This is an optimization exercise on Yosys and OpenROAD, whose aim is small area and few clock cycles per item, not a production implementation. Only simulation tests tie the RTL to the original design; equivalence was not proved. The clock port is modelled as an ideal driver; clocking choices that lean on that would not hold on a real chip. No activity file was given, so power comes from the tool's default toggle rates.

## the reference run
==> module bit_serial_accumulator, before the edit <==
module bit_serial_accumulator #(
    parameter int BANKS = 4
) (
    input  logic                                  clk,
    input  logic [BANKS*dot_data_pkg::LANE_W-1:0] sums_i,     
    input  logic [BANKS*15-1:0]                   carries_i,  
    input  logic [3:0]                            shift_lo_i,  
    input  logic [3:0]                            shift_hi_i,  
    input  logic                                  first_i,    
    output logic [BANKS*dot_data_pkg::LANE_W-1:0] dot_o
);
    localparam int GB = dot_data_pkg::GUARD_BITS;
    localparam int LW = dot_data_pkg::LANE_W;
    localparam int AW = dot_data_pkg::ACC_W;
    localparam int NB = 6;                              
    localparam int BW = AW / NB;                        
    for (genvar i = 0; i < BANKS; i++)
    begin : g_bank
        dot_data_pkg::lane_t sum;
        dot_data_pkg::acc_t  half;
        dot_data_pkg::acc_t  half_sh [4];
        dot_data_pkg::acc_t  part;
        dot_data_pkg::acc_t  part_sh [4];
        dot_data_pkg::acc_t  shifted;
        dot_data_pkg::acc_t  base;
        dot_data_pkg::acc_t  acc;                       
        dot_data_pkg::acc_t  acc_nxt;
        logic [NB-1:1]       pend;                      
        logic [NB-1:1]       pend_nxt;
        dot_data_pkg::acc_t  pend_vec;
        logic [15:0] pr_in;
        logic [14:0] pr_gen;                            
        logic [14:0] pr_all;                            
        for (genvar j = 0; j < 15; j++)
        begin : g_pr_gp
            assign pr_gen[j] = carries_i[15*i+j];
            assign pr_all[j] = &sums_i[i*LW+2*j +: 2];
        end
        prefix_carry #(.W(15)) i_prefix_carry (
            .g_i (pr_gen),
            .p_i (pr_all),
            .c_o (pr_in[15:1])
        );
        assign pr_in[0] = 1'b0;
        for (genvar j = 0; j < 16; j++)
        begin : g_pr
            assign sum[2*j +: 2] = sums_i[i*LW+2*j +: 2] + 2'(pr_in[j]);
        end
        assign half    = $signed({sum, GB'(0)}) >>> 1;
        for (genvar k = 0; k < 4; k++)
        begin : g_sh
            assign half_sh[k] = half >>> k;
            assign part_sh[k] = part >>> (4 * k);
        end
        assign part    = ({AW{shift_lo_i[0]}} & half_sh[0]) | ({AW{shift_lo_i[1]}} & half_sh[1]) |
                         ({AW{shift_lo_i[2]}} & half_sh[2]) | ({AW{shift_lo_i[3]}} & half_sh[3]);
        assign shifted = ({AW{shift_hi_i[0]}} & part_sh[0]) | ({AW{shift_hi_i[1]}} & part_sh[1]) |
                         ({AW{shift_hi_i[2]}} & part_sh[2]) | ({AW{shift_hi_i[3]}} & part_sh[3]);
        assign base    = first_i ? dot_data_pkg::ROUND_BIAS : acc;
        for (genvar j = 0; j < NB; j++)
        begin : g_blk
            logic cin;
            if (j == 0)
            begin : g_first
                assign cin = 1'b0;
            end
            else
            begin : g_rest
                assign cin = pend[j] && !first_i;
            end
            logic cout;
            prefix_adder #(.W(BW)) i_prefix_adder (
                .a_i (base[j*BW +: BW]),
                .b_i (shifted[j*BW +: BW]),
                .c_i (cin),
                .s_o (acc_nxt[j*BW +: BW]),
                .c_o (cout)
            );
            if (j < NB - 1)
            begin : g_carry
                assign pend_nxt[j+1] = cout;
            end
        end
        always_ff @(posedge clk)
        begin
            acc  <= acc_nxt;
            pend <= pend_nxt;
        end
        for (genvar j = 1; j < NB; j++)
        begin : g_pend
            assign pend_vec[j*BW +: BW] = BW'(pend[j]);
        end
        assign pend_vec[BW-1:0] = '0;
        assign dot_o[i*LW +: LW] = 32'((acc + pend_vec) >> GB);   
    end
endmodule
Settings: LEC_CHECK=0, CAP_MARGIN=20, CORE_MARGIN=2, CORE_UTILIZATION=40, GPL_TIMING_DRIVEN=0, SETUP_SLACK_MARGIN=0.25, SLEW_MARGIN=20; clock period 5.0 ns.
standard.sh (not shown) runs the stock make flow with config.mk's settings and CLKGATE_MAP_FILE= SYNTH_SCRIPT=/design/flow/synth_recipe.tcl, a recipe that flattens the netlist after the stock synthesis.
==> flow/flow/run.sh <==
#!/bin/bash
# The standard layout (standard.sh), with two changes to how it is made:
#  - synthesis is the standard flow's script with -noabc added to Yosys's synth command, so
#    the quick abc pass inside synth does not run before extract_fa; the full
#    adders are then found without inverters between them. Registers, their
#    names and cells are the standard synthesis's; abc still maps the rest.
#  - ports are buffered with the plain buf_1 cell (the resizer may size it up)
#    instead of the delay-buffer cell buffer_ports picks by itself;
#  - clock tree synthesis uses clkbuf_8 instead of clkbuf_16 and adds no dummy
#    loads; the tree stays balanced as clock_tree_synthesis builds it.
# Each step's full log is in orfs/logs/; make's own output goes to flow_make.log.
set -euo pipefail
work=$(pwd)
sed 's/yosys synth -nofsm -noshare /yosys synth -nofsm -noshare -noabc /' synth_recipe.tcl > flow_synth.tcl
grep -q -- '-noabc' flow_synth.tcl
sed "s|SYNTH_SCRIPT=[^ ]*synth_recipe.tcl|SYNTH_SCRIPT=$work/flow_synth.tcl|" standard.sh > flow_standard.sh
grep -q 'flow_synth.tcl' flow_standard.sh
export BUFFER_PORTS_ARGS="-buffer_cell sky130_fd_sc_hd__buf_1"
export CTS_ARGS="-sink_clustering_enable -repair_clock_nets -dont_use_dummy_load -buf_list sky130_fd_sc_hd__clkbuf_8"
bash flow_standard.sh > flow_make.log 2>&1
No stage failed in the reference run, and the final checks on the layout all came back clean.
Testbench counts of the reference run, summed over its fixed seeds: cycles 17,588, planes 17,153.
#### Input delta (the trial run over the reference run)
--- a/flow/design.v
+++ b/flow/design.v
@@ -278,7 +278,7 @@
     localparam int GB = dot_data_pkg::GUARD_BITS;
     localparam int LW = dot_data_pkg::LANE_W;
     localparam int AW = dot_data_pkg::ACC_W;
-    localparam int NB = 6;                              
+    localparam int NB = 9;                              
     localparam int BW = AW / NB;                        
     for (genvar i = 0; i < BANKS; i++)
     begin : g_bank
--- outcome ---
The trial run ran to completion and came out clean on the timing, design-rule and antenna checks. Comparing the reference run with the trial run, the design area came out essentially unchanged. The more densely filled core belongs to the reference run, not the trial run. The trial run against the reference run: non-clock buffer share of cell area fell by 0.87 points, via count of the first global-routing pass rose by about 1%, total routing resource utilization after global routing fell by 1.3 points, sum of overflow across all layers after global routing stayed essentially flat. The trial run against the reference run: first-pass GRT wire length down about 0.7%; overall power of the completed layout down 3.1%; number of CTS-inserted buffers up about 1.3%.
Testbench counts of the trial run, summed over its fixed seeds: cycles 17,588, planes 17,153.

## static timing again, ports no longer ideal
No port has a modelled driver above. Below, the same layouts with a new extraction and two added sets of constraints.
Step 1: set_driving_cell puts a clkbuf_16 on clk and a buf_2 on each other input, an assumption about the parent block.
Step 2 times the ports against the registers' clock, not the clock port: input delays grow and output delays shrink by t, the midpoint of the rising clock arrivals with the driver on.
Three values: no drivers, after step 1, after step 2; two values: the first two.
run	shift t [ns]	setup WS [ns]	clock arrival spread, ns
the reference run	0.718	0.186 / 0.186 / -0.406	0.106 / 0.105
the trial run	0.711	0.225 / 0.262 / -0.449	0.070 / 0.070
Met with ideal ports but missed after step 2: setup timing in the reference run and the trial run. For the trial run, which loses most, drivers alone change the setup slack by +0.037 ns; drivers and shift together by -0.674 ns.
